From an optimization exercise on the open Yosys and OpenROAD flow, aimed at small area, a short achievable clock period and few clock cycles per item; shortcuts taken in it are not production practice.
Function was not checked in any run shown here: the RTL went through the layout flow alone.
No activity file was given, so power comes from the tool's default toggle rates.

File: flow/design.v
package ust_pkg;
	localparam int DEPTH = 16;
	localparam int CNT_W = $clog2(DEPTH + 1);
	localparam int VAL_W = 32;
	localparam int OUT_CNT_W = 5;
	localparam int RES_W = 2 + OUT_CNT_W;
	localparam logic [1:0] ACT_ADD      = 2'd0;
	localparam logic [1:0] ACT_CONTAINS = 2'd1;
	localparam logic [1:0] ACT_REMOVE   = 2'd2;
	localparam logic [1:0] ACT_CLEAR    = 2'd3;
endpackage
module ust_cell (
	input  logic                      clk,
	input  logic                      we,
	input  logic [ust_pkg::VAL_W-1:0] wdata,
	input  logic [ust_pkg::VAL_W-1:0] key,
	output logic                      eq
);
	logic [ust_pkg::VAL_W-1:0] entry_q;
	always_ff @(posedge clk) begin
		if (we) begin
			entry_q <= wdata;
		end
	end
	assign eq = (entry_q == key);
endmodule
module unsorted_set_table (
	input  logic                          clk,
	input  logic                          arst_n,
	input  logic                          req_valid,
	output logic                          req_ready,
	input  logic [1:0]                    req_action,
	input  logic [ust_pkg::VAL_W-1:0]     req_value,
	output logic                          rsp_valid,
	input  logic                          rsp_ready,
	output logic                          rsp_hit,
	output logic                          rsp_full_res,
	output logic [ust_pkg::OUT_CNT_W-1:0] rsp_entry_count
);
	localparam int DEPTH = ust_pkg::DEPTH;
	localparam int RES_W = ust_pkg::RES_W;
	logic                      accept;
	logic                      a_valid_q;
	logic [1:0]                a_act_q;
	logic [ust_pkg::VAL_W-1:0] a_value_q;
	assign accept = req_valid && req_ready;
	always_ff @(posedge clk or negedge arst_n) begin
		if (!arst_n) begin
			a_valid_q <= 1'b0;
		end else begin
			a_valid_q <= accept;
		end
	end
	always_ff @(posedge clk) begin
		a_act_q   <= req_action;
		a_value_q <= req_value;
	end
	logic [DEPTH-1:0]          we;
	logic [DEPTH-1:0]          eq;
	logic [ust_pkg::VAL_W-1:0] b_value_q;
	for (genvar i = 0; i < DEPTH; i++) begin : g_cell
		ust_cell u_cell (
			.clk   (clk),
			.we    (we[i]),
			.wdata (b_value_q),
			.key   (a_value_q),
			.eq    (eq[i])
		);
	end
	logic                      b_valid_q;
	logic [1:0]                b_act_q;
	logic [DEPTH-1:0]          b_eq_q;
	logic                      b_eq_prev_q;
	logic [DEPTH-1:0]          we_q;
	always_ff @(posedge clk or negedge arst_n) begin
		if (!arst_n) begin
			b_valid_q <= 1'b0;
			we_q      <= '0;
		end else begin
			b_valid_q <= a_valid_q;
			we_q      <= we;
		end
	end
	always_ff @(posedge clk) begin
		b_act_q     <= a_act_q;
		b_value_q   <= a_value_q;
		b_eq_q      <= eq;
		b_eq_prev_q <= (a_value_q == b_value_q);
	end
	logic [DEPTH-1:0]          valid_q;
	logic [DEPTH-1:0]          valid_d;
	logic [ust_pkg::CNT_W-1:0] count_q;
	logic [ust_pkg::CNT_W-1:0] count_d;
	logic [DEPTH-1:0]          match;
	logic [DEPTH-1:0]          match_first;
	logic [DEPTH-1:0]          free_first;
	logic                      any;
	logic                      full;
	logic                      hit_d;
	logic                      full_d;
	function automatic logic [DEPTH-1:0] lowest(input logic [DEPTH-1:0] v);
		logic [DEPTH-1:0] below;
		below = {v[DEPTH-2:0], 1'b0};
		for (int s = 1; s < DEPTH; s = s * 2) begin
			below = below | (below << s);
		end
		lowest = v & ~below;
	endfunction
	assign match       = ((b_eq_q & ~we_q) | (we_q & {DEPTH{b_eq_prev_q}})) & valid_q;
	assign any         = |match;
	assign match_first = lowest(match);
	assign free_first  = lowest(~valid_q);
	assign full        = count_q[ust_pkg::CNT_W-1];
	always_comb begin
		valid_d = valid_q;
		count_d = count_q;
		we      = '0;
		hit_d   = 1'b0;
		full_d  = 1'b0;
		unique case (b_act_q)
			ust_pkg::ACT_ADD: begin
				if (full) begin
					full_d = 1'b1;
				end else begin
					we      = free_first;
					valid_d = valid_q | free_first;
					count_d = count_q + ust_pkg::CNT_W'(1);
					hit_d   = 1'b1;
				end
			end
			ust_pkg::ACT_CONTAINS: begin
				hit_d = any;
			end
			ust_pkg::ACT_REMOVE: begin
				if (any) begin
					valid_d = valid_q & ~match_first;
					count_d = count_q - ust_pkg::CNT_W'(1);
					hit_d   = 1'b1;
				end
			end
			default: begin
				valid_d = '0;
				count_d = '0;
			end
		endcase
		if (!b_valid_q) begin
			valid_d = valid_q;
			count_d = count_q;
			we      = '0;
		end
	end
	always_ff @(posedge clk or negedge arst_n) begin
		if (!arst_n) begin
			valid_q <= '0;
			count_q <= '0;
		end else begin
			valid_q <= valid_d;
			count_q <= count_d;
		end
	end
	localparam int QN = 4;
	logic [RES_W-1:0] res;
	logic [RES_W-1:0] q_q [QN];
	logic [QN-1:0]    v_q;
	logic [QN-1:0]    v_d;
	logic             take;
	logic [2:0]       pend_q;
	logic [2:0]       pend_d;
	logic             block_q;
	assign res  = {hit_d, full_d, ust_pkg::OUT_CNT_W'(count_d)};
	assign take = v_q[0] && rsp_ready;
	always_comb begin
		for (int k = 0; k < QN; k++) begin
			if (take) begin
				v_d[k] = ((k + 1 < QN) ? v_q[(k + 1) % QN] : 1'b0)
				      || (b_valid_q && ((k == 0) || v_q[k]));
			end else begin
				v_d[k] = v_q[k] || (b_valid_q && ((k == 0) || v_q[(k + QN - 1) % QN]));
			end
		end
	end
	always_ff @(posedge clk or negedge arst_n) begin
		if (!arst_n) begin
			v_q <= '0;
		end else begin
			v_q <= v_d;
		end
	end
	always_ff @(posedge clk) begin
		for (int k = 0; k < QN; k++) begin
			if (take) begin
				if ((k + 1 < QN) && v_q[(k + 1) % QN]) q_q[k] <= q_q[(k + 1) % QN];
				else q_q[k] <= res;
			end else begin
				if (!v_q[k]) q_q[k] <= res;
			end
		end
	end
	always_comb begin
		pend_d = pend_q;
		if (accept && !take) pend_d = pend_q + 3'd1;
		if (!accept && take) pend_d = pend_q - 3'd1;
	end
	always_ff @(posedge clk or negedge arst_n) begin
		if (!arst_n) begin
			pend_q  <= '0;
			block_q <= 1'b0;
		end else begin
			pend_q  <= pend_d;
			block_q <= (pend_d == 3'(QN));
		end
	end
	assign req_ready       = !block_q;
	assign rsp_valid       = v_q[0];
	assign rsp_hit         = q_q[0][RES_W-1];
	assign rsp_full_res    = q_q[0][RES_W-2];
	assign rsp_entry_count = q_q[0][ust_pkg::OUT_CNT_W-1:0];
endmodule
File: flow/run.sh
#!/bin/bash
# synth_recipe.tcl (not shown) runs the flow's synth.tcl, then flattens the netlist and writes it again
# the make line also repeats each setting of config.mk as NAME=value (left out here)
make -C /OpenROAD-flow-scripts/flow DESIGN_CONFIG=/design/flow/config.mk WORK_HOME=/design/flow/orfs CLKGATE_MAP_FILE= SYNTH_SCRIPT=/design/flow/synth_recipe.tcl finish
File: flow/config.mk
export PLATFORM = sky130hd
export DESIGN_NAME = unsorted_set_table
export DESIGN_NICKNAME = unsorted_set_table
export VERILOG_FILES = /design/flow/design.v
export SDC_FILE = /design/flow/constraint.sdc
export NUM_CORES = 4
export LEC_CHECK = 0
export CAP_MARGIN = 20
export CORE_MARGIN = 2
export CORE_UTILIZATION = 40
export PLACE_DENSITY = 0.6
export SETUP_SLACK_MARGIN = 3.0
export SLEW_MARGIN = 20
File: flow/constraint.sdc
create_clock -name core_clock -period 5.0 [get_ports {clk}]
set_input_delay 1.0000 -clock core_clock [delete_from_list [all_inputs] [get_ports {clk}]]
set_output_delay 1.0000 -clock core_clock [all_outputs]
set_load 0.01 [all_outputs]
==> results of run 1 <==
==> area by class of cell <==
cell class	instances	area [um^2]
Antenna cell	1	2.50
Clock buffer	105	2030
Clock inverter	27	254
Fill cell	5338	32100
Inverter	17	78.8
Multi-Input combinational cell	1047	8640
Sequential cell	672	19000
Tap cell	873	1090
Timing Repair Buffer	325	3990
==> report_power, final <==
| group | total, mW | internal (mW) | switching (mW) |
|---|---|---|---|
| Combinational | 1.28 | 0.530 | 0.748 |
| Sequential | 6.42 | 6.21 | 0.218 |
| Clock | 5.23 | 3.03 | 2.20 |
==> worst paths after layout <==
check / end / cells past startpoint
hold / removal: b_act_q[1]$_DFF_P_ / 0
setup / recovery: valid_q[0]$_DFFE_PN0P_ / 12
max in group asynchronous: valid_q[5]$_DFFE_PN0P_ / 2
hold reg to reg: b_act_q[1]$_DFF_P_ / 0
min in group asynchronous: v_q[2]$_DFF_PN0_ / 2
setup reg to reg: valid_q[0]$_DFFE_PN0P_ / 12
==> worst max-delay path, cell delays in order, from the launching register on <==
cell and delay, ns:
sky130_fd_sc_hd__dfxtp_4 0.36, sky130_fd_sc_hd__buf_6 0.14, sky130_fd_sc_hd__mux2_2 0.28, sky130_fd_sc_hd__a222oi_1 0.34, sky130_fd_sc_hd__buf_4 0.21, sky130_fd_sc_hd__nand4_4 0.15
sky130_fd_sc_hd__buf_4 0.19, sky130_fd_sc_hd__buf_4 0.13, sky130_fd_sc_hd__o311ai_4 0.24, sky130_fd_sc_hd__buf_12 0.15, sky130_fd_sc_hd__clkbuf_2 0.17, sky130_fd_sc_hd__buf_4 0.13
sky130_fd_sc_hd__o21ai_1 0.05
==> flip-flops by register name (all words and copies together), names as in the netlist, 3 cells and up <==
register / flops
g_cell.u_cell.entry_q: 512
a_value_q: 32
v_q: 4
valid_q: 16
pend_q: 3
b_eq_q: 16
b_value_q: 32
we_q: 16
q_q: 28
count_q: 5
==> what timing repair did <==
action,CTS,global route
hold endpoints to repair,0,0
resized for setup,223,84
pin swaps,37,30
endpoints found under the setup margin,604,529
setup buffers,136,43
cloned,30,14
==> metrics by stage <==
stage | cells | util, % | area [um^2]
floorplan | 1810 | - | 27400
global placement | 2711 | 43.3 | 29100
detailed placement | 2711 | 43.3 | 29100
CTS | 3009 | 50.6 | 34000
global route | 3066 | 52.2 | 35100
finish | 3067 | 52.2 | 35100
==> cell usage after synthesis (2+ instances only) <==
cell                       number  share of area, %
sky130_fd_sc_hd__a41oi_1        2             0.065
sky130_fd_sc_hd__nand3b_1       2             0.055
sky130_fd_sc_hd__o211ai_1       2             0.055
sky130_fd_sc_hd__o221ai_1       3             0.097
sky130_fd_sc_hd__nand4_1       35              0.81
sky130_fd_sc_hd__clkbuf_1      81               1.1
sky130_fd_sc_hd__nor3_1         4             0.074
sky130_fd_sc_hd__o22a_1         4              0.13
sky130_fd_sc_hd__o21ai_1        2             0.037
sky130_fd_sc_hd__o21ai_0       28              0.52
sky130_fd_sc_hd__nand2_1       56              0.78
sky130_fd_sc_hd__o22ai_1        7              0.16
sky130_fd_sc_hd__inv_1         17              0.24
sky130_fd_sc_hd__nand3_1        7              0.13
sky130_fd_sc_hd__a22oi_1        7              0.19
sky130_fd_sc_hd__ha_1           8              0.37
sky130_fd_sc_hd__o31ai_1        7              0.19
sky130_fd_sc_hd__a21oi_1       34              0.63
sky130_fd_sc_hd__nor4_1       136               3.1
sky130_fd_sc_hd__xor2_1       544                18
sky130_fd_sc_hd__dfxtp_1      106               7.8
sky130_fd_sc_hd__and3_1         6              0.14
sky130_fd_sc_hd__a31oi_1        9              0.21
sky130_fd_sc_hd__and2_1         7              0.16
sky130_fd_sc_hd__nor2_1        53              0.73
sky130_fd_sc_hd__o21a_1         3             0.083
sky130_fd_sc_hd__dfrtp_1       47               4.3
sky130_fd_sc_hd__or3_1          2             0.046
sky130_fd_sc_hd__edfxtp_1     519                58
sky130_fd_sc_hd__a221o_1        4              0.15
sky130_fd_sc_hd__a222oi_1       3              0.11
sky130_fd_sc_hd__and4_1         2             0.065
sky130_fd_sc_hd__xnor2_1        3             0.097
sky130_fd_sc_hd__nor3b_1       11              0.30
sky130_fd_sc_hd__o311a_1        2             0.074
sky130_fd_sc_hd__nand2b_1       6              0.14
sky130_fd_sc_hd__mux2_2        22              0.91
sky130_fd_sc_hd__nor2b_1        4             0.092
sky130_fd_sc_hd__mux2i_1        3              0.11
==> layer usage <==
| metal | part of all wire (%) | routed length (um) | vias up |
|---|---|---|---|
| met4 | 4.5 | 3880 | 0 |
| met2 | 48 | 41200 | 799 |
| li1 | - | - | 7254 |
| met1 | 40 | 34600 | 8683 |
| met3 | 8.0 | 6920 | 171 |
| met5 | 0 | 0 | - |
==> logic make-up (layout without fill, tap and decap cells) <==
logic type	count (synthesis)	in the layout	synth area share [%]
mux	26	26	1.08
flops	672	672	69.7
other cells	0	1	0
fa+ha+maj	8	8	0.370
xor+xnor	547	547	17.7
buf+inv	98	474	1.36
simple gates	334	340	6.77
compound gates	125	126	3.01
==> placed cells by master, fill, tap and decap left out, drive strengths merged, types with 30 or more instances in the layout <==
cell	n
buf	277
xor2	544
a21oi	34
clkbuf	117
nor4	136
dfrtp	47
nand4	37
o21ai	30
dfxtp	106
edfxtp	519
clkdlybuf4s50	35
nor2	58
nand2	56
==> results.txt, run 1 <==
Final layout
From synthesis to final layout, the design area changed by 29.5%. The net count reported at finish is about 2.2k. The share of cells above drive strength 1 is 25.1%.

Floorplanning
The core outline area is about 67,000 um^2. The die is 264 um wide. The standard-cell row count is 95. The die height is between 200 and 300 um. The starting utilization of the core area is 40.3%. The full die area is approximately 70,000 um^2. The number of ports placed on the die boundary is 47.

Min path
The hold path startpoint is a_act_q[1]$_DFF_P_. The min-delay analysis places its worst path in the category register to register.

Placement
The sum of net half-perimeters after detailed placement is between 40,000 and 50,000 um. The number of buffer cells added on primary ports is between 40 and 50. The post-placement worst setup slack is 1.50 ns.

Routability-driven placement finished with a final weighted congestion of 0.845.

Clock network
The clock net sink count is roughly 670. The number of clock buffers added by TritonCTS is 73. The clock reaches the later pin of the worst-skew pair after roughly 0.63 ns.

TritonCTS built the clock tree. The clock input transition at the sequential cells of the worst setup and hold paths is 0.06 ns. The H-tree generated during clock tree synthesis spans 3 levels.

The cell sitting at the root of the clock tree is a sky130_fd_sc_hd__clkbuf_16. The hold buffer count at CTS is 0. The number of buffers on the longest clock path is 3.

Route
The initial DRC count is about 1.9k. After detailed routing, the total wire length is slightly below 90,000 um. The number of routed nets with antenna violations is 0. The average wire per cell in the routed design is roughly 28 um. The number of iterations in the first detailed-routing pass is 6. The final route contains 16.9k vias.

After detailed routing, the number of remaining DRC violations is 0. Dividing the detail-routed via count by the number of cells gives 5.51.

Pwr
The total power is between 10 and 15 mW. Summed over all cells, the static leakage comes to approximately 13 nW. Across the VDD grid, the largest voltage drop is between 0.2 and 0.3 mV.

Power spread over the standard cell area amounts to roughly 370 nW/um^2.

Yosys
Summing the sequential cell areas from Yosys gives 69.7% of the chip area. The most used flip-flop cell after synthesis is sky130_fd_sc_hd__edfxtp_1. Synthesis inferred 672 register bits.

For this run, asynchronously set or reset flops after synthesis account for about 7.0%. The synthesized area per cell is 15.0 um^2. The yosys synthesis warning count is 3. The number of enable-type register cells in the synthesized netlist is ~520. The area of the mapped netlist is roughly 27,000 um^2.

The number of different library cells used by synthesis comes to around 50. The instance count of the mapped netlist is 1,810. The synthesized netlist net count is around 1.9k.

STA
Setup repair after global routing could not meet its margin everywhere. The number of max-slew violations in the final report is 0. The final setup slack of the worst path is approximately 2.3 ns. The worst path uses between 50 and 60% of the clock period. At the pin with the least slew margin, the transition time is between 0.7 and 0.8 ns. For the finished layout, the period the worst path requires is 2.65 ns. The setup clock skew after layout is between 0.03 and 0.04 ns. The final count of hold timing violations came to 0. Final hold analysis gives a worst-case slack of 0.324 ns. The highest attainable clock frequency is 0.377 GHz. The headroom to the max-slew limit is 52.0%. The setup total negative slack is 0 ns.

Setup violations remaining at the end of the flow were counted as 0.

Global route
The first global-routing pass estimated approximately 120,000 um of wire. The routing layer with the top usage in global route is met2. The initial antenna violation count is 1.

Global routing consumed, over all layers together, 23.9% of the routing resources. The routing usage on met3 is between 3 and 4%. The via count of the first global-routing pass is 16.4k. In the global route stage, met1 resource usage came out at 32.0%. The largest net degree at the start of global routing is 48. The remaining global-route overflow is 0. For met2 alone, demand over resource in global routing was between 30% and 40%.

Setup path
The timing startpoint of the critical path is b_eq_prev_q$_DFF_P_. The launching point of the worst reg2reg path is b_eq_prev_q$_DFF_P_. The arrival time at the worst endpoint is 3.16 ns. In this run the worst path has a maximum fanout of 6. The setup check on the worst reg-to-reg path leaves a slack of between 2 and 2.5 ns. The worst setup path is launched from a register. The category of the worst setup path capture point is a register. The critical path is of the register to register type. The required time of the worst setup path is between 5 and 6 ns.

Run
Across the run, the number of max-cap violations was 0.

Outcome
The run finished with no timing, DRC or antenna violations.
==> inputs of run 2 (changes only) <==
--- a/flow/design.v
+++ b/flow/design.v
@@ -160,4 +160,5 @@
 	end
-	localparam int QN = 4;
-	logic [RES_W-1:0] res;
+	localparam int QN = 5;
+	logic [RES_W-1:0] res_q;
+	logic             res_v_q;
 	logic [RES_W-1:0] q_q [QN];
@@ -169,3 +170,12 @@
 	logic             block_q;
-	assign res  = {hit_d, full_d, ust_pkg::OUT_CNT_W'(count_d)};
+	always_ff @(posedge clk or negedge arst_n) begin
+		if (!arst_n) begin
+			res_v_q <= 1'b0;
+		end else begin
+			res_v_q <= b_valid_q;
+		end
+	end
+	always_ff @(posedge clk) begin
+		res_q <= {hit_d, full_d, ust_pkg::OUT_CNT_W'(count_d)};
+	end
 	assign take = v_q[0] && rsp_ready;
@@ -175,5 +185,5 @@
 				v_d[k] = ((k + 1 < QN) ? v_q[(k + 1) % QN] : 1'b0)
-				      || (b_valid_q && ((k == 0) || v_q[k]));
+				      || (res_v_q && ((k == 0) || v_q[k]));
 			end else begin
-				v_d[k] = v_q[k] || (b_valid_q && ((k == 0) || v_q[(k + QN - 1) % QN]));
+				v_d[k] = v_q[k] || (res_v_q && ((k == 0) || v_q[(k + QN - 1) % QN]));
 			end
@@ -192,5 +202,5 @@
 				if ((k + 1 < QN) && v_q[(k + 1) % QN]) q_q[k] <= q_q[(k + 1) % QN];
-				else q_q[k] <= res;
+				else q_q[k] <= res_q;
 			end else begin
-				if (!v_q[k]) q_q[k] <= res;
+				if (!v_q[k]) q_q[k] <= res_q;
 			end
==> run 2 against run 1 <==
Against the previous run: area after synthesis rose by 1.2%; synthesized cell count is 0.83% higher; clock power is 7.8% higher; core utilization shrank 0.64 points; flip-flop and latch count up 16.
==> results.txt, run 2 <==
Placement
The number of cells in the design after placement is approximately 2.7k. The number of buffer cells added on primary ports is between 40 and 50. The sum of net half-perimeters after detailed placement is between 40,000 and 50,000 um. The routability congestion estimate is roughly 0.85.

Setup path
Broken down by cell family, the worst path's largest delay share belongs to simple AND/OR/NAND/NOR gates. Along the worst path, the maximum fanout reaches 8. Counting stages on the worst path, the most repeated cell is sky130_fd_sc_hd__buf_4. The worst setup path is of the register to register kind. The required time of the worst setup path is approximately 5.5 ns.

The signal on the critical path passes through buf_6, mux2_2, o2bb2ai_2, nand4b_1, buf_4, nor2_4, buf_4, or4_2, o311ai_2. The critical path contains buffers and inverters numbering 3 combined. On the worst path, the slowest cell contributes a delay of approximately 0.65 ns. The arrival time at the worst endpoint is 2.82 ns.

STA classifies the critical path startpoint as a register. The worst setup path is captured at a register. The library cell contributing the largest single delay on the critical path is sky130_fd_sc_hd__or4_2.

Yosys
Sorting the synthesized cells by area gives the leading types as sky130_fd_sc_hd__edfxtp_1 (57%), sky130_fd_sc_hd__xor2_1 (17%), sky130_fd_sc_hd__dfxtp_1 (8.8%). Among all cell types in the netlist, the one instantiated most often is sky130_fd_sc_hd__xor2_1. Sequential elements use 70.1% of the synthesized area. The area share of fa/ha/maj cells after synthesis is less than 1%. The number of nets in the synthesized netlist is 1,871. The synthesized netlist devotes 2.49% of its cell area to compound gates. The most used flip-flop cell after synthesis is sky130_fd_sc_hd__edfxtp_1. The cell accounting for the most synthesized area is sky130_fd_sc_hd__edfxtp_1. The Yosys step of the flow raised 3 warnings. In the synthesized netlist the async set-or-reset flop fraction comes to under 10%. The fraction of post-synthesis cell area in the top cell type by area is between 50 and 60%. The number of unique standard cell types used by synthesis is 59. Counting flops with a built-in enable in the synthesized netlist gives between 500 and 600. A synthesized cell averages 15.0 um^2. Of the post-synthesis cell area, the part taken by muxes is around 1.3%. The instance count of the mapped netlist is ~1.8k. The dominant combinational cell family by area after synthesis is XOR/XNOR gates. Summing the areas of all xor and xnor instances in the mapped netlist gives between 10% and 20% of the synthesized area. After synthesis the netlist holds a flip-flop and latch count of a little under 700. After synthesis the cells add up to 27,400 um^2. In the synthesized netlist, the cells that appear most often are sky130_fd_sc_hd__xor2_1 (544), sky130_fd_sc_hd__edfxtp_1 (519), sky130_fd_sc_hd__nor4_1 (138). The synthesized netlist devotes between 6 and 7% of its cell area to simple gates.

STA
The setup clock skew after layout is between 0.03 and 0.04 ns. The setup total negative slack is 0 ns. Setup repair after global routing could not meet its margin everywhere. The period utilization is about 46%.

Setup violations remaining at the end of the flow were counted as 0. The final count of hold timing violations is 0. The number of max-slew violations in the final report is 0.

The time the final worst path needs with I/O delays and setup is between 2 and 2.5 ns. For the pin with the worst max-slew slack, the measured transition is between 0.8 and 0.9 ns. The highest attainable clock frequency is 0.431 GHz. The headroom to the max-slew limit is 42.3%.

Pwr
IR analysis of the VDD net gives a maximum drop of approximately 0.25 mV. Cell internal power was estimated by the tool at around 10 mW. The sequential group share of total power is 49.2%. The power density over cell area is a little under 400 nW/um^2. The total power is between 10 and 15 mW. Of the total power, the share spent switching nets is about a quarter. Combinational logic burns 9.3% of the power. In this run, the clock network consumes 41.5% of the power. The switching component of the power is 3.28 mW. The static leakage power is about 12 nW.

Clock network
The clock drives between 600 and 700 sinks. The later pin in the worst-skew pair is clocked with a latency of between 0.6 and 0.7 ns. No sink is reached through more buffers than the 3 on the longest clock path. The number of hold buffers added after CTS was 0. In this run the clock root is driven by a sky130_fd_sc_hd__clkbuf_16. The CTS tree is yes. The clock input transition at the sequential cells of the worst setup and hold paths is approximately 0.060 ns. The number of buffers created by CTS is 73.

The H-tree level count is 3.

Run
The tool flagged a number of max-cap violations equal to 0.

Final layout
The register with the most flip-flops in the layout has roughly 510 of them. The share of cells above drive strength 1 is a little under a quarter. The area growth from synthesis to layout is 27.0%. The net count reported at finish is 2,146. The count of cells in the finished layout, fillers not included, comes to roughly 3.0k. g_cell.u_cell.entry_q holds more flip-flops than any other register. The largest registers in the layout are g_cell.u_cell.entry_q: 512 flops, q_q: 35 flops. The leading cell type in the layout, fill and taps excluded is sky130_fd_sc_hd__xor2_1. The top cell types in the final layout, fill and taps aside, are sky130_fd_sc_hd__xor2_1 (544), sky130_fd_sc_hd__edfxtp_1 (519), sky130_fd_sc_hd__nor4_1 (124), sky130_fd_sc_hd__buf_4 (92), sky130_fd_sc_hd__dfxtp_1 (86).

Global route
The largest net degree at the start of global routing is 50. The global-route total usage across every layer is between 20% and 30%. The remaining global-route overflow is 0. The initial antenna violation count is 3. The wire length of the first global-routing pass is about 120,000 um. The via count of the first global-routing pass is between 15k and 20k.

Route
Dividing the detail-routed via count by the number of cells gives approximately 5.6. The total number of vias is 17.1k. For this block, the initial DRC count from the detailed router was ~1.9k. The DRC violations left is 0. The wire length reported by the detailed router is 90,500 um.

The first detailed-routing pass ran for 7 iterations. The count of nets left with antenna violations once routing finished came out at 0. After detailed routing, the average wire length per cell comes to 29.8 um.

Floorplanning
The die height is between 200 and 300 um. In this run the core area contains between 90 and 100 standard-cell rows. The starting utilization of the core area is roughly two fifths.

47 I/O pins were placed. After floorplanning, the core was sized to cover roughly 68,000 um^2. The width of the die is around 270 um. The full die area is between 70,000 and 80,000 um^2.

Min path
The class of the tightest hold or removal check is register to register.

Outcome
The flow ran to the end and the layout has no timing, DRC or antenna violations.
[run 2: cell count changes after synthesis, moves of 8 or more]
cell                       before  now
sky130_fd_sc_hd__nor2_1        53   82
sky130_fd_sc_hd__a21oi_1       34   10
sky130_fd_sc_hd__o22ai_1        7   24
sky130_fd_sc_hd__dfxtp_1      106  120
sky130_fd_sc_hd__clkbuf_1      81   71
sky130_fd_sc_hd__nor3b_1       11    1
sky130_fd_sc_hd__o21ai_0       28   19
sky130_fd_sc_hd__a31oi_1        9    1
sky130_fd_sc_hd__nand2_1       56   48
[run 2: cell families (layout without fill, tap and decap cells)]
family,count (synthesis),count (layout)
other,0,1
and+or+nand+nor,355,364
adders and majority gates,8,8
xor gates and xnor gates,546,546
AOI/OAI and AO/OA,98,98
muxes,31,31
DFF,688,688
buffers and inverters,99,424
[run 2: through the flow]
stage                     util, %  hold WS (ns)  worst slack (ns)  area, um^2
after floorplan                 -         0.310              2.27       27600
after global placement       43.5         0.340              2.04       29400
after detailed placement     43.6         0.312              1.96       29400
after CTS                    50.5         0.337              2.67       34100
after global routing         51.6         0.342              2.56       34800
final                        51.6         0.339              2.68       34800
[run 2: power groups by stage]
stage / Combinational, mW / Sequential, mW / Clock [mW]
final: 1.26 / 6.68 / 5.64
after global routing: 1.35 / 6.71 / 5.93
after CTS: 1.20 / 6.67 / 5.70
after detailed placement: 1.13 / 6.80 / 0
after global placement: 1.09 / 6.79 / 0
after floorplan: 0.722 / 6.68 / 0
[run 2: final cells by class]
type | count | area [um^2]
Multi-Input combinational cell | 1047 | 8540
Timing Repair Buffer | 267 | 3280
Clock buffer | 109 | 2200
Tap cell | 873 | 1090
Antenna cell | 1 | 2.50
Sequential cell | 688 | 19300
Clock inverter | 25 | 312
Fill cell | 5456 | 32700
Inverter | 23 | 95.1
[run 2: final timing paths]
| path | from | to | slack, ns | cells past startpoint |
|---|---|---|---|---|
| max | b_eq_prev_q$_DFF_P_ | count_q[4]$_DFF_PN0_ | 2.68 | 9 |
| max reg2reg | b_eq_prev_q$_DFF_P_ | count_q[4]$_DFF_PN0_ | 2.68 | 9 |
| max in group asynchronous | arst_n | b_valid_q$_DFF_PN0_ | 3.97 | 2 |
| min reg2reg | a_act_q[1]$_DFF_P_ | b_act_q[1]$_DFF_P_ | 0.34 | 0 |
| min | a_act_q[1]$_DFF_P_ | b_act_q[1]$_DFF_P_ | 0.34 | 0 |
| min in group asynchronous | arst_n | we_q[8]$_DFF_PN0_ | 0.51 | 2 |
[run 2: routing by layer]
layer | vias up | share of wire, % | global-route usage [%]
met3 | 189 | 8.5 | 4.27
met4 | 4 | 4.5 | 11.4
met2 | 835 | 48 | 41.1
met5 | - | 0.025 | 0
met1 | 8857 | 39 | 32.7
li1 | 7197 | - | -
[run 2: what timing repair did]
item                                    in CTS  in global routing
endpoints found under the setup margin     577                576
pin swaps                                   37                 21
gates resized for setup                    205                 89
setup buffers                              111                 20
gates cloned                                23                 10
==> inputs of run 3 (changes only) <==
--- a/flow/design.v
+++ b/flow/design.v
@@ -72,4 +72,4 @@
 	logic [DEPTH-1:0]          b_eq_q;
-	logic                      b_eq_prev_q;
-	logic [DEPTH-1:0]          we_q;
+	logic                      eq_prev;
+	assign eq_prev = (a_value_q == b_value_q);
 	always_ff @(posedge clk or negedge arst_n) begin
@@ -77,13 +77,10 @@
 			b_valid_q <= 1'b0;
-			we_q      <= '0;
 		end else begin
 			b_valid_q <= a_valid_q;
-			we_q      <= we;
-		end
-	end
-	always_ff @(posedge clk) begin
-		b_act_q     <= a_act_q;
-		b_value_q   <= a_value_q;
-		b_eq_q      <= eq;
-		b_eq_prev_q <= (a_value_q == b_value_q);
+		end
+	end
+	always_ff @(posedge clk) begin
+		b_act_q   <= a_act_q;
+		b_value_q <= a_value_q;
+		b_eq_q    <= (eq & ~we) | (we & {DEPTH{eq_prev}});
 	end
@@ -108,3 +105,3 @@
 	endfunction
-	assign match       = ((b_eq_q & ~we_q) | (we_q & {DEPTH{b_eq_prev_q}})) & valid_q;
+	assign match       = b_eq_q & valid_q;
 	assign any         = |match;
==> run 3 against run 2 <==
Against the previous run: flip-flop and latch count fell by 17; synthesized cell count decreased by 0.88%; clock skew down 0.0015 ns; global-route usage up 0.95 points.
==> results.txt, run 3 <==
Yosys
A synthesized cell averages 14.9 um^2. The fraction of post-synthesis cell area in the top cell type by area is roughly 58%. Sorting the synthesized cells by area gives the leading types as sky130_fd_sc_hd__edfxtp_1 (58%), sky130_fd_sc_hd__xnor2_1 (18%), sky130_fd_sc_hd__dfxtp_1 (8.8%). The library cell with the highest instance count after synthesis is sky130_fd_sc_hd__xnor2_1. The cell count after synthesis came out at ~1.8k.

The flip-flop and latch count after synthesis is about 670. Counting instances in the post-synthesis netlist gives the leading cell types as sky130_fd_sc_hd__xnor2_1 (546), sky130_fd_sc_hd__edfxtp_1 (519), sky130_fd_sc_hd__nand4_1 (143). The mapped netlist covers 27,000 um^2.

The synthesized design spends more area on one cell type than any other, namely sky130_fd_sc_hd__edfxtp_1. The async set or reset register ratio after synthesis is a little under 5%. Yosys mapped a number of flops with a built-in enable equal to about 520. The most used flip-flop cell after synthesis is sky130_fd_sc_hd__edfxtp_1. The synthesized netlist net count is about 1.9k. The number of unique standard cell types used by synthesis is 51. Summing the sequential cell areas from Yosys gives 69.5% of the chip area. The yosys synthesis warning count is 3.

Final layout
The net count reported at finish is 2,147. g_cell.u_cell.entry_q holds more flip-flops than any other register. The area growth from synthesis to layout is 28.1%. The leading cell type in the layout, fill and taps excluded is sky130_fd_sc_hd__xnor2_1. The repair_antennas step left the layout with diodes totalling 0. The utilization of the core after routing is approximately half. The register with the most flip-flops in the layout has 512 of them. The finished layout holds ~3.0k standard cells, fillers aside. The library cells used most frequently in the layout, excluding fill and tap cells, are sky130_fd_sc_hd__xnor2_1 (543), sky130_fd_sc_hd__edfxtp_1 (519), sky130_fd_sc_hd__nand4_1 (143), sky130_fd_sc_hd__buf_4 (132), sky130_fd_sc_hd__clkbuf_16 (87). The share of cells above drive strength 1 is 24.8%.

The largest registers in the layout are g_cell.u_cell.entry_q: 512 flops, q_q: 35 flops.

Setup path
The launching point of the worst reg2reg path is valid_q[1]$_DFFE_PN0P_. The register-to-register path setup slack is 2.73 ns. At the worst endpoint, the required time is between 5 and 6 ns. For the worst setup path, the data arrival time is between 2 and 3 ns. The startpoint type of the worst setup path is a register. The category of the worst setup path capture point is a register. The critical path is of the register to register type. The worst register-to-register path ends at g_cell[12].u_cell.entry_q[4]$_DFFE_PP_. Of all nets on the critical path, the largest fanout is 4. The worst register-to-register path has a depth of 9.

STA
The actual slew at the worst max-slew pin is around 0.85 ns. Headroom to the max-slew limit came out at between 40 and 50%. The setup total negative slack is 0 ns.

The final setup slack of the worst path is 2.73 ns. Setup violations remaining at the end of the flow were counted as 0. The number of max-slew violations in the final report is 0.

Of the available clock period, the critical path in the final layout requires between 40% and 50%. The time the final worst path needs with I/O delays and setup is 2.27 ns. Setup repair after global routing could not meet its margin everywhere. The highest attainable clock frequency is 0.441 GHz.

Across the routed clock network, the largest skew measured is 0.0324 ns. The final count of hold timing violations was 0.

Route
The DRC violations left is 0. The wire length reported by the detailed router is between 90,000 and 100,000 um. The first detailed-routing pass took 7 iterations.

The detail route stage leaves a number of antenna-violating nets equal to 0. The total number of vias is between 15k and 20k. The initial DRC count is 2,362. Dividing the detail-routed wire length by the instance count gives between 30 and 40 um. Using the TritonRoute via totals, the vias-per-cell ratio works out to 5.68.

Floorplanning
The standard-cell row count is 95. The starting utilization of the core area is roughly 40%. From left edge to right edge, the die measures approximately 260 um. The die covers between 60,000 and 70,000 um^2. The core outline area is approximately 67,000 um^2. In this run the vertical extent of the chip is 264 um. 47 I/O pins were placed.

Min path
The worst hold path terminates at b_act_q[0]$_DFF_P_. The hold path startpoint is a_act_q[0]$_DFF_P_. The class of the tightest hold or removal check is register to register.

The worst hold path passes through 0 cells.

Placement
The number of cells in the design after placement is approximately 2.7k. The routability congestion estimate is 0.872. After legalization and detailed placement, the total HPWL measured about 53,000 um.

OpenSTA, run right after detailed placement, puts the worst setup slack at around 2 ns. The number of buffer cells added on primary ports is 46.

Global route
The remaining global-route overflow is 0. The initial antenna violation count is 3. The first global-routing pass estimated between 100,000 and 150,000 um of wire. The via count of the first global-routing pass is 16.7k. The global-route total usage across every layer is between 20% and 30%. Entering global routing, the biggest net connects 34 pins.

Clock network
Clock latency on the worst-skew pair, taken at its later pin, is approximately 0.64 ns. The hold buffer count at CTS is 0. The tree built by TritonCTS fans out to ~670 sinks.

Clock-pin slew was measured on the worst setup and hold paths at approximately 0.070 ns. The H-tree was split into 3 levels. The number of buffers on the longest clock path is 3. The CTS tree is yes.

The number of buffers created by CTS is between 70 and 80. The root buffer cell is sky130_fd_sc_hd__clkbuf_16.

Pwr
IR analysis of the VDD net gives a maximum drop of between 0.2 and 0.3 mV. In this run the power density over the cells is between 300 and 400 nW/um^2. The analysis attributes to cell leakage a power of roughly 11 nW. The total power is approximately 13 mW.

Outcome
The flow ran to the end and the layout has no timing, DRC or antenna violations.

Run
The count of max-cap constraint violations is 0.
## run 3: changes by cell type in the layout (fill, tap and decap cells not counted), sizes merged, moves of 15 or more
cell   change
xor2     -543
nand2     +15
nor4     -101
nand4    +103
buf       +19
dfrtp     -16
xnor2    +544
nor2      -30
## run 3: through the flow
step           area [um^2]  hold slack (ns)
6_report             34600            0.326
5_1_grt              34600            0.330
4_1_cts              33500            0.329
3_5_place_dp         29100            0.314
3_3_place_gp         29100            0.331
2_1_floorplan        27300            0.310
## run 3: critical path, cell delays in order, from the launching register on
cell                      delay (ns)
sky130_fd_sc_hd__dfrtp_2        0.38
sky130_fd_sc_hd__nand4_1        0.26
sky130_fd_sc_hd__nor3_4         0.25
sky130_fd_sc_hd__buf_6          0.15
sky130_fd_sc_hd__nand3_4        0.09
sky130_fd_sc_hd__buf_6          0.15
sky130_fd_sc_hd__nor3b_4        0.23
sky130_fd_sc_hd__buf_6          0.19
sky130_fd_sc_hd__buf_6          0.14
sky130_fd_sc_hd__buf_16         0.11
## run 3: worst max-delay path by stage
stage | startpoint | endpoint | slack, ns | cells past startpoint
after floorplan | valid_q[3]$_DFFE_PN0P_ | g_cell[12].u_cell.entry_q[0]$_DFFE_PP_ | 2.24 | 4
after global placement | a_value_q[0]$_DFF_P_ | b_eq_q[15]$_DFF_P_ | 2.07 | 6
after detailed placement | valid_q[0]$_DFFE_PN0P_ | g_cell[14].u_cell.entry_q[17]$_DFFE_PP_ | 2.02 | 4
after CTS | v_q[0]$_DFF_PN0_ | rsp_valid | 2.81 | 1
after global routing | valid_q[2]$_DFFE_PN0P_ | g_cell[12].u_cell.entry_q[4]$_DFFE_PP_ | 2.69 | 9
final | valid_q[1]$_DFFE_PN0P_ | g_cell[12].u_cell.entry_q[4]$_DFFE_PP_ | 2.73 | 9
## run 3: cell families after synthesis
family	synth area share [%]
flops	69.5
xor+xnor	17.7
simple gates	7.22
buf+inv	1.54
compound gates	2.42
mux	1.22
fa+ha+maj	0.370
## run 3: area by class of cell
cell class	count	area, um^2
Fill cell	5544	32400
Multi-Input combinational cell	1045	8620
Inverter	20	81.3
Clock inverter	32	395
Sequential cell	671	18900
Clock buffer	105	2110
Tap cell	873	1090
Timing Repair Buffer	289	3400
## run 3: metal layers
metal / routed length (um) / up-vias / GRT usage, % / part of all wire (%)
met5: 13 / - / 0 / 0.014
met4: 4340 / 2 / 10.4 / 4.6
met3: 8760 / 236 / 3.68 / 9.3
met2: 44900 / 1039 / 42.9 / 48
met1: 35900 / 8764 / 34.8 / 38
li1: - / 7207 / - / -
## run 3: what timing repair did
item                                    4_1_cts  5_1_grt
setup buffers                                82       48
endpoints found under the hold margin         0        0
gates resized for setup                     238      102
pin swaps                                    32       35
gates cloned                                 20       11
endpoints found under the setup margin      565      548
## run 3: power by group
group | total [mW] | switching [mW] | internal, mW | leakage (nW)
combinational | 1.31 | 0.773 | 0.541 | 3.89
sequential | 6.45 | 0.210 | 6.24 | 6.08
clock | 5.63 | 2.29 | 3.34 | 1.23
total | 13.4 | 3.27 | 10.1 | 11.2
==> inputs of run 4 (changes only) <==
--- a/flow/design.v
+++ b/flow/design.v
@@ -42,20 +42,7 @@
 	logic                      accept;
-	logic                      a_valid_q;
-	logic [1:0]                a_act_q;
-	logic [ust_pkg::VAL_W-1:0] a_value_q;
-	assign accept = req_valid && req_ready;
-	always_ff @(posedge clk or negedge arst_n) begin
-		if (!arst_n) begin
-			a_valid_q <= 1'b0;
-		end else begin
-			a_valid_q <= accept;
-		end
-	end
-	always_ff @(posedge clk) begin
-		a_act_q   <= req_action;
-		a_value_q <= req_value;
-	end
 	logic [DEPTH-1:0]          we;
 	logic [DEPTH-1:0]          eq;
+	logic                      eq_prev;
 	logic [ust_pkg::VAL_W-1:0] b_value_q;
+	assign accept = req_valid && req_ready;
 	for (genvar i = 0; i < DEPTH; i++) begin : g_cell
@@ -65,3 +52,3 @@
 			.wdata (b_value_q),
-			.key   (a_value_q),
+			.key   (req_value),
 			.eq    (eq[i])
@@ -69,2 +56,3 @@
 	end
+	assign eq_prev = (req_value == b_value_q);
 	logic                      b_valid_q;
@@ -72,4 +60,2 @@
 	logic [DEPTH-1:0]          b_eq_q;
-	logic                      eq_prev;
-	assign eq_prev = (a_value_q == b_value_q);
 	always_ff @(posedge clk or negedge arst_n) begin
@@ -78,8 +64,8 @@
 		end else begin
-			b_valid_q <= a_valid_q;
-		end
-	end
-	always_ff @(posedge clk) begin
-		b_act_q   <= a_act_q;
-		b_value_q <= a_value_q;
+			b_valid_q <= accept;
+		end
+	end
+	always_ff @(posedge clk) begin
+		b_act_q   <= req_action;
+		b_value_q <= req_value;
 		b_eq_q    <= (eq & ~we) | (we & {DEPTH{eq_prev}});
@@ -157,3 +143,3 @@
 	end
-	localparam int QN = 5;
+	localparam int QN = 4;
 	logic [RES_W-1:0] res_q;
==> run 4 against run 3 <==
Against the previous run: still clean on timing, DRC and antenna; largest cell class unchanged; count of clock-buffer cells in the layout shrank 8; clock skew is essentially flat; synthesized cell count shrank 3.5%.
==> results.txt, run 4 <==
Route
The wire length reported by the detailed router is between 90,000 and 100,000 um. The DRC violations left is 0. The number of iterations in the first detailed-routing pass is 7. The total number of vias is approximately 18k. Using the TritonRoute via totals, the vias-per-cell ratio works out to around 6. The average wire per cell in the routed design is between 30 and 40 um. The initial DRC count is ~2.6k. The number of routed nets with antenna violations is 0.

Yosys
For this run, the number of Yosys warnings is 3. Sorting the synthesized cells by area gives the leading types as sky130_fd_sc_hd__edfxtp_1 (60%), sky130_fd_sc_hd__xnor2_1 (18%), sky130_fd_sc_hd__dfxtp_1 (6.0%). The flip-flop and latch count after synthesis is approximately 630. The portion of the post-synthesis area used by sequential elements is 68.6%. The synthesized area per cell is 15.0 um^2.

The synthesized netlist contains 56 unique library cells. In this run, synthesis inferred ~520 flip-flops with an integrated enable. The most used flip-flop cell after synthesis is sky130_fd_sc_hd__edfxtp_1. The area of the mapped netlist is approximately 26,000 um^2. By instance count, the leading cell after synthesis is sky130_fd_sc_hd__xnor2_1. The fraction of post-synthesis cell area in the top cell type by area is between 50% and 60%. The async set or reset register ratio after synthesis is under 10%.

Ranked by instance count, the synthesized netlist is headed by sky130_fd_sc_hd__xnor2_1 (547), sky130_fd_sc_hd__edfxtp_1 (519), sky130_fd_sc_hd__nand4_1 (141). The synthesized netlist net count is 1,792. The cell accounting for the most synthesized area is sky130_fd_sc_hd__edfxtp_1.

The instance count of the mapped netlist is about 1.7k.

Pwr
The maximum ir drop on the vdd rail is about 0.4 mV. Summed over all cells, the static leakage comes to around 12 nW. In this run the power density over the cells is between 300 and 400 nW/um^2.

Clock network
The CTS tree is yes. The clock tree synthesis step divided the H-tree into 3 levels. The number of buffers on the longest clock path is 3. The clock input transition at the sequential cells of the worst setup and hold paths is ~0.06 ns.

The tree is rooted in a sky130_fd_sc_hd__clkbuf_16. The number of buffers created by CTS is around 70. The later pin in the worst-skew pair is clocked with a latency of roughly 0.63 ns. The clock net sink count is ~630.

Final layout
Leaving out fill and tap cells, the most frequent cell in the layout is sky130_fd_sc_hd__edfxtp_1. Leaving out fill and tap cells, the most frequent cells in the layout are sky130_fd_sc_hd__edfxtp_1 (519), sky130_fd_sc_hd__xnor2_1 (497), sky130_fd_sc_hd__buf_4 (182), sky130_fd_sc_hd__nand4_1 (141), sky130_fd_sc_hd__clkbuf_16 (95). From synthesis to final layout, the design area changed by 35.7%. At the end of the flow, the number of nets in the layout was roughly 2.2k. The largest registers in the layout are g_cell.u_cell.entry_q: 512 flops, b_value_q: 32 flops, q_q: 28 flops. Cells with a size suffix above 1 make up 31.3% of the layout. 0 antenna diodes ended up in the layout. The register with the most flip-flops in the layout has around 500 of them. Ranked by flip-flop count, first place goes to g_cell.u_cell.entry_q. The non-filler instance count after layout is 3,041.

STA
The setup clock skew after layout is ~0.032 ns. Based on the critical path, the design can be clocked at up to 0.458 GHz. The final count of hold timing violations is 0.

The period utilization is 43.6%. The count of final setup violators is 0. After layout, the minimum clock period comes to ~2.2 ns.

Setup repair after global routing could not meet its margin everywhere. For the pin with the worst max-slew slack, the measured transition is a little over 0.6 ns. The headroom to the max-slew limit is just under 60%.

The setup total negative slack is 0 ns. The number of max-slew violations in the final report is 0.

Setup path
STA puts the critical path data required time at ~5.3 ns. STA classifies the critical path endpoint as a register. The critical path goes through nand4_1, buf_4, or4_4, nor3_4, buf_12, clkbuf_16. Data arrives at the worst endpoint at approximately 2.5 ns.

The largest single stage delay on the critical path is ~0.54 ns. The library cell contributing the largest single delay on the critical path is sky130_fd_sc_hd__or4_4. The worst setup path is of the register to register kind. The startpoint type of the worst setup path is a register. In this run the worst path has a maximum fanout of 8.

Floorplanning
The die height is 260 um. The standard-cell row count is 93. For this configuration, the core starts out at a cell density of 40.5%.

In this run the standard cell core region covers ~65,000 um^2. In this run the horizontal extent of the chip is roughly 260 um. For this design the top-level I/O count stands at 47.

The die covers 67,400 um^2.

Global route
Entering global routing, the biggest net connects 34 pins. The via count of the first global-routing pass is between 15k and 20k. Summed over all layers, the global routing overflow is 0. Across every metal layer, demand over resource in global routing totals 26.7%. The initial antenna violation count was 1.

The wire length of the first global-routing pass is between 100,000 and 150,000 um.

Min path
The min-delay analysis places its worst path in the category register to register.

Placement
The number of cells in the design after placement is roughly 2.7k. The sum of net half-perimeters after detailed placement is approximately 52,000 um. The routability congestion estimate is ~0.90. The number of buffer cells added on primary ports is 46.

Run
Max-cap violations in this run came to 0.

Outcome
The run finished with no timing, DRC or antenna violations.
## run 4: cell types whose count changed in the layout (fill, tap and decap cells not counted), sizes merged, moves of 6 or more
cell           previous run  this run
nor2                     62        52
buf                     241       353
o21ai                    17         8
clkbuf                  117       128
dfxtp                   119        78
o22ai                    24        14
o211ai                    8         1
a31oi                     4        10
clkdlybuf4s50            35         4
## run 4: metal layers
layer,wire (um),track usage (%),vias to the layer above
li1,-,-,7199
met1,37000,36.4,9116
met2,44200,42.5,1189
met3,10500,4.78,284
met4,4900,10.3,0
met5,0,0,-
## run 4: power by group
group          switching [mW]  internal [mW]  total (mW)  leakage, nW
logic                   0.855          0.629        1.48         5.01
clock network            2.13           2.94        5.07         1.09
registers               0.139           5.86        6.00         5.71
## run 4: critical path: cells and delay by family, from the launching register on
family	cells	cell delay [ns]
simple gates	3	0.86
flops	1	0.41
buf+inv	3	0.58
## run 4: cell families (layout without fill, tap and decap cells)
group / count (synthesis) / in the layout / synth area share (%)
adders and majority gates: 8 / 8 / 0.383
AOI/OAI and AO/OA: 90 / 90 / 2.52
buffers and inverters: 96 / 531 / 1.72
muxes: 30 / 30 / 1.22
DFF: 628 / 628 / 68.6
and+or+nand+nor: 347 / 352 / 7.24
xor gates and xnor gates: 547 / 547 / 18.3
## run 4: final cells by class
class	count	area (um^2)
Clock buffer	97	1950
Clock inverter	29	265
Fill cell	4973	29100
Inverter	16	61.3
Multi-Input combinational cell	1027	9150
Sequential cell	628	18000
Tap cell	855	1070
Timing Repair Buffer	389	5010
## run 4: what timing repair did
action,in CTS,in global routing
hold buffers,0,0
gates cloned,18,35
endpoints found under the setup margin,573,524
resized for setup,441,231
pin swaps,66,82
buffers inserted,121,65
## run 4: metrics by stage
step | area [um^2] | worst slack (ns) | hold WS, ns | util [%] | total power [mW]
final | 35500 | 2.82 | 0.470 | 54.9 | 12.6
after detailed placement | 28300 | 0.730 | 0.465 | 43.8 | 7.31
after floorplan | 26400 | 2.20 | 0.352 | - | 6.82
after CTS | 33000 | 2.84 | 0.475 | 51.2 | 12.4
after global placement | 28300 | 0.781 | 0.452 | 43.8 | 7.27
after global routing | 35500 | 2.79 | 0.488 | 54.9 | 12.9
## run 4: final timing paths
| check | cells past startpoint | slack, ns | startpoint | endpoint |
|---|---|---|---|---|
| worst max-delay path | 6 | 2.82 | valid_q[7]$_DFFE_PN0P_ | g_cell[10].u_cell.entry_q[6]$_DFFE_PP_ |
| worst min-delay path | 1 | 0.47 | pend_q[2]$_DFF_PN0_ | pend_q[2]$_DFF_PN0_ |
| worst max register to register | 6 | 2.82 | valid_q[7]$_DFFE_PN0P_ | g_cell[10].u_cell.entry_q[6]$_DFFE_PP_ |
| worst min register to register | 1 | 0.47 | pend_q[2]$_DFF_PN0_ | pend_q[2]$_DFF_PN0_ |
| max in group asynchronous | 2 | 3.56 | arst_n | valid_q[0]$_DFFE_PN0P_ |
| min in group asynchronous | 1 | 0.69 | arst_n | b_valid_q$_DFF_PN0_ |
==> inputs of run 5 (changes only) <==
--- a/flow/design.v
+++ b/flow/design.v
@@ -78,3 +78,5 @@
 	logic [DEPTH-1:0]          match_first;
-	logic [DEPTH-1:0]          free_first;
+	logic [DEPTH-1:0]          alloc_q;
+	logic [DEPTH-1:0]          alloc_d;
+	logic [DEPTH-1:0]          alloc_next;
 	logic                      any;
@@ -94,3 +96,3 @@
 	assign match_first = lowest(match);
-	assign free_first  = lowest(~valid_q);
+	assign alloc_next  = lowest(~valid_q & ~alloc_q);
 	assign full        = count_q[ust_pkg::CNT_W-1];
@@ -99,2 +101,3 @@
 		count_d = count_q;
+		alloc_d = alloc_q;
 		we      = '0;
@@ -107,4 +110,5 @@
 				end else begin
-					we      = free_first;
-					valid_d = valid_q | free_first;
+					we      = alloc_q;
+					valid_d = valid_q | alloc_q;
+					alloc_d = alloc_next;
 					count_d = count_q + ust_pkg::CNT_W'(1);
@@ -120,2 +124,3 @@
 					count_d = count_q - ust_pkg::CNT_W'(1);
+					if (full) alloc_d = match_first;
 					hit_d   = 1'b1;
@@ -126,2 +131,3 @@
 				count_d = '0;
+				alloc_d = DEPTH'(1);
 			end
@@ -131,2 +137,3 @@
 			count_d = count_q;
+			alloc_d = alloc_q;
 			we      = '0;
@@ -138,2 +145,3 @@
 			count_q <= '0;
+			alloc_q <= DEPTH'(1);
 		end else begin
@@ -141,2 +149,3 @@
 			count_q <= count_d;
+			alloc_q <= alloc_d;
 		end
==> run 5 against run 4 <==
Against the previous run: fmax is 3.4% lower; global-route usage is 0.68 points lower; critical path type unchanged; still clean; clock power is 1% lower; via count is 1.0% lower; cell count is 1.4% higher; critical endpoint is now alloc_q[13]$_DFFE_PN0P_; sequential power is 3% higher; design area is 0.30% lower; wire length is 5.1% lower.
==> results.txt, run 5 <==
STA
The highest attainable clock frequency is between 0.4 and 0.5 GHz. Setup repair after global routing could not meet its margin everywhere. Counting I/O delays and the setup requirement, the final critical path takes about 2.3 ns. Hold is met by 0.407 ns. Adding up every negative setup slack in the final design gives 0 ns. The actual slew at the worst max-slew pin is 0.656 ns.

The final count of hold timing violations was 0. Setup violations remaining at the end of the flow were counted as 0. The number of max-slew violations in the final report is 0.

For the final database, setup skew stands at 0.0215 ns. The headroom to the max-slew limit is 56.2%. The period utilization is a little under half.

Yosys
sky130_fd_sc_hd__edfxtp_1 takes more of the synthesized area than any other cell. The area of the mapped netlist is approximately 27,000 um^2. The library cell with the highest instance count after synthesis is sky130_fd_sc_hd__xnor2_1. The commonest cells after synthesis are sky130_fd_sc_hd__xnor2_1 (547), sky130_fd_sc_hd__edfxtp_1 (519), sky130_fd_sc_hd__nand4_1 (142). Counting every net in the synthesized netlist gives 1,879. By area the synthesized netlist is led by sky130_fd_sc_hd__edfxtp_1 (58%), sky130_fd_sc_hd__xnor2_1 (18%), sky130_fd_sc_hd__dfxtp_1 (5.8%). The synthesized design contains 519 enable-type register cells. Yosys printed 3 warnings.

The instance count of the mapped netlist is about 1.8k. The portion of the post-synthesis area used by sequential elements is 68.2%. The most used flip-flop cell after synthesis is sky130_fd_sc_hd__edfxtp_1. For this run, asynchronously set or reset flops after synthesis account for 7.30%.

Yosys mapped the design onto 64 distinct sky130hd cell types. After synthesis, the largest area contributor takes up between 50% and 60% of total cell area. The flip-flop and latch count after synthesis is approximately 640.

A synthesized cell averages between 10 and 15 um^2.

Floorplanning
The starting utilization of the core area is around two fifths. The die covers roughly 70,000 um^2. In this run the horizontal extent of the chip is 263 um. The initialized floorplan defines 94 standard-cell rows.

The core region is roughly 66,000 um^2. Measured along the y axis, the die boundary spans 263 um. The number of ports placed on the die boundary is 47.

Pwr
For this design the static power due to leakage is approximately 12 nW. The maximum ir drop on the vdd rail is roughly 0.23 mV. The power density over cell area is approximately 360 nW/um^2.

Final layout
The library cells used most frequently in the layout, excluding fill and tap cells, are sky130_fd_sc_hd__edfxtp_1 (519), sky130_fd_sc_hd__xnor2_1 (456), sky130_fd_sc_hd__nand4_1 (142), sky130_fd_sc_hd__buf_4 (140), sky130_fd_sc_hd__xnor2_2 (83). The number of antenna cells inserted is 0. The count of filler cells inserted in the layout is 5,311. The register with the most flip-flops in the final layout is g_cell.u_cell.entry_q. The leading cell type in the layout, fill and taps excluded is sky130_fd_sc_hd__edfxtp_1.

The number of flip-flops under the largest register name is ~510. The post-route netlist has a little under a third of its cells at a drive strength greater than 1. The area growth from synthesis to layout is 31.7%. In the final layout, the registers with the most flip-flops are g_cell.u_cell.entry_q: 512 flops, b_value_q: 32 flops, q_q: 28 flops. The net count reported at finish is between 2k and 2.5k.

Global route
Global routing finished with a remaining overflow of 0. Entering global routing, the biggest net connects 48 pins. Global routing used between 20% and 30% of the available tracks. The initial antenna violation count is 4.

The wire length of the first global-routing pass is between 100,000 and 150,000 um. The via count of the first global-routing pass is ~17k.

Route
Summed over all layers, the routed wires come to 91,700 um. The first detailed-routing pass ran for 6 iterations. The number of routed nets with antenna violations is 0.

The DRC violations left is 0. The number of vias per cell is 5.71. The detailed router finished its first iteration with between 2k and 2.5k violations. The average wire per cell in the routed design is roughly 30 um. The total number of vias is around 18k.

Setup path
The largest stage delay on the critical path is 0.60 ns. STA classifies the critical path endpoint as a register. The startpoint identified for the worst register-to-register timing path is b_act_q[1]$_DFF_P_. The maximum net fanout on the critical path is 3. The library cell contributing the largest single delay on the critical path is sky130_fd_sc_hd__or4b_4.

The register-to-register path setup slack is 2.74 ns. The depth of the most critical reg-to-reg path is 7. The category of the critical setup timing path is register to register. The startpoint type of the worst setup path is a register. For the worst setup path, the data required time is roughly 5.6 ns. STA puts the critical path data arrival time at between 2 and 3 ns. Traced cell by cell, the critical path runs through inv_2, ha_4, o221ai_2, or4_4, or4b_4, o32ai_2, mux2_4.

The endpoint of the lowest-slack register-to-register path is alloc_q[13]$_DFFE_PN0P_.

Clock network
The CTS tree is yes. The clock input transition at the sequential cells of the worst setup and hold paths is roughly 0.060 ns. The root buffer cell is sky130_fd_sc_hd__clkbuf_16. The number of buffers created by CTS is 70. The H-tree level count is 3.

The number of buffers on the longest clock path is 3. At the later pin of the worst-skew pair, clock insertion delay measures about 0.62 ns. Clock tree synthesis found a total of around 640 sinks.

Run
The count of max-cap constraint violations is 0.

Outcome
The run finished with no timing, DRC or antenna violations.

Placement
The routability congestion estimate is just under 0.9. The HPWL after detailed placement is approximately 53,000 um. The number of buffer cells added on primary ports is 46.

Min path
In this run the worst hold path is classified as input pin to async pin.
-- run 5: where the power goes --
part	internal (mW)	switching (mW)	leakage [nW]	total [mW]
registers	6.02	0.152	5.94	6.17
logic	0.662	0.877	4.70	1.54
clock network	2.87	2.15	1.08	5.01
-- run 5: stage by stage --
stage / instance area [um^2] / setup WS (ns) / instances / total power [mW] / utilization (%)
6_report: 35400 / 2.74 / 3084 / 12.7 / 53.5
5_1_grt: 35400 / 2.67 / 3084 / 13.1 / 53.5
4_1_cts: 34100 / 2.75 / 3038 / 12.6 / 51.6
3_5_place_dp: 29400 / 0.805 / 2755 / 7.53 / 44.4
3_3_place_gp: 29400 / 0.889 / 2755 / 7.49 / 44.4
2_1_floorplan: 28700 / 2.86 / 1833 / 7.12 / -
-- run 5: routing by layer --
metal	GRT usage [%]	up-vias	part of all wire, %
li1	-	7416	-
met2	42.3	998	48
met1	33.5	8989	38
met5	0	-	0
met3	5.73	199	9.5
met4	11.3	0	4.5
-- run 5: repair_timing --
| action | in CTS | in global routing |
|---|---|---|
| hold endpoints to repair | 0 | 0 |
| cloned | 24 | 5 |
| resized for setup | 432 | 189 |
| pin swaps | 45 | 55 |
| buffers inserted | 131 | 41 |
| hold buffers | 0 | 0 |
| endpoints found under the setup margin | 581 | 599 |
-- run 5: how the worst max path moves through the flow --
stage | from | end
6_report | b_act_q[1]$_DFF_P_ | alloc_q[13]$_DFFE_PN0P_
5_1_grt | alloc_q[5]$_DFFE_PN0P_ | alloc_q[13]$_DFFE_PN0P_
4_1_cts | alloc_q[0]$_DFFE_PN1P_ | alloc_q[13]$_DFFE_PN0P_
3_5_place_dp | req_value[10] | b_eq_q[9]$_DFF_P_
3_3_place_gp | req_value[10] | b_eq_q[9]$_DFF_P_
2_1_floorplan | alloc_q[0]$_DFFE_PN1P_ | alloc_q[13]$_DFFE_PN0P_
-- run 5: cell type report --
cell class	count	area [um^2]	area share (%)
clock inverter	35	248	0.701
timing repair inverter	16	120	0.340
multi-input combinational	1075	9740	27.5
clock buffer	93	1950	5.52
timing repair buffer	323	3680	10.4
inverter	34	195	0.552
sequential	644	18300	51.9
tap	864	1080	3.06
-- run 5: logic make-up after synthesis --
kind of cell / after synthesis / share of synthesized area [%]
muxes: 28 / 1.29
buffers and inverters: 116 / 1.66
and+or+nand+nor: 341 / 6.92
DFF: 644 / 68.2
AOI/OAI and AO/OA: 149 / 3.67
xor gates and xnor gates: 547 / 17.8
adders and majority gates: 8 / 0.373
-- run 5: worst max-delay path: cells and delay by family (launching register included) --
family          cells  cell delay (ns)
flops               1             0.33
buf+inv             1             0.07
fa+ha+maj           1             0.16
simple gates        2             1.13
mux                 1             0.17
compound gates      2             0.33

-- what the ideal ports hide --
Ports are ideal in the flow. The routed layouts listed here were re-timed in OpenROAD.
Step 1 assumes that a clkbuf_16 drives the clock port and a buf_2 every other input.
Step 2 also shifts input and output timing later by t, the mid clock arrival at the registers, as if the neighbouring blocks saw the same clock.
Slacks: ideal ports / drivers / drivers and shift; pairs: ideal ports / drivers.
run	shift t [ns]	slack for setup (ns)	pins driven straight from the clock port
run 1	0.668	2.348 / 2.348 / 2.348	1
run 2	0.665	2.679 / 2.679 / 2.367	1
run 3	0.682	2.730 / 2.730 / 2.550	1
run 4	0.681	2.818 / 2.806 / 2.207	1
run 5	0.667	2.741 / 2.741 / 2.340	1
After both steps setup and hold are still met in every run listed. For run 4, which loses most, drivers alone change the setup slack by -0.012 ns; drivers and shift together by -0.611 ns.
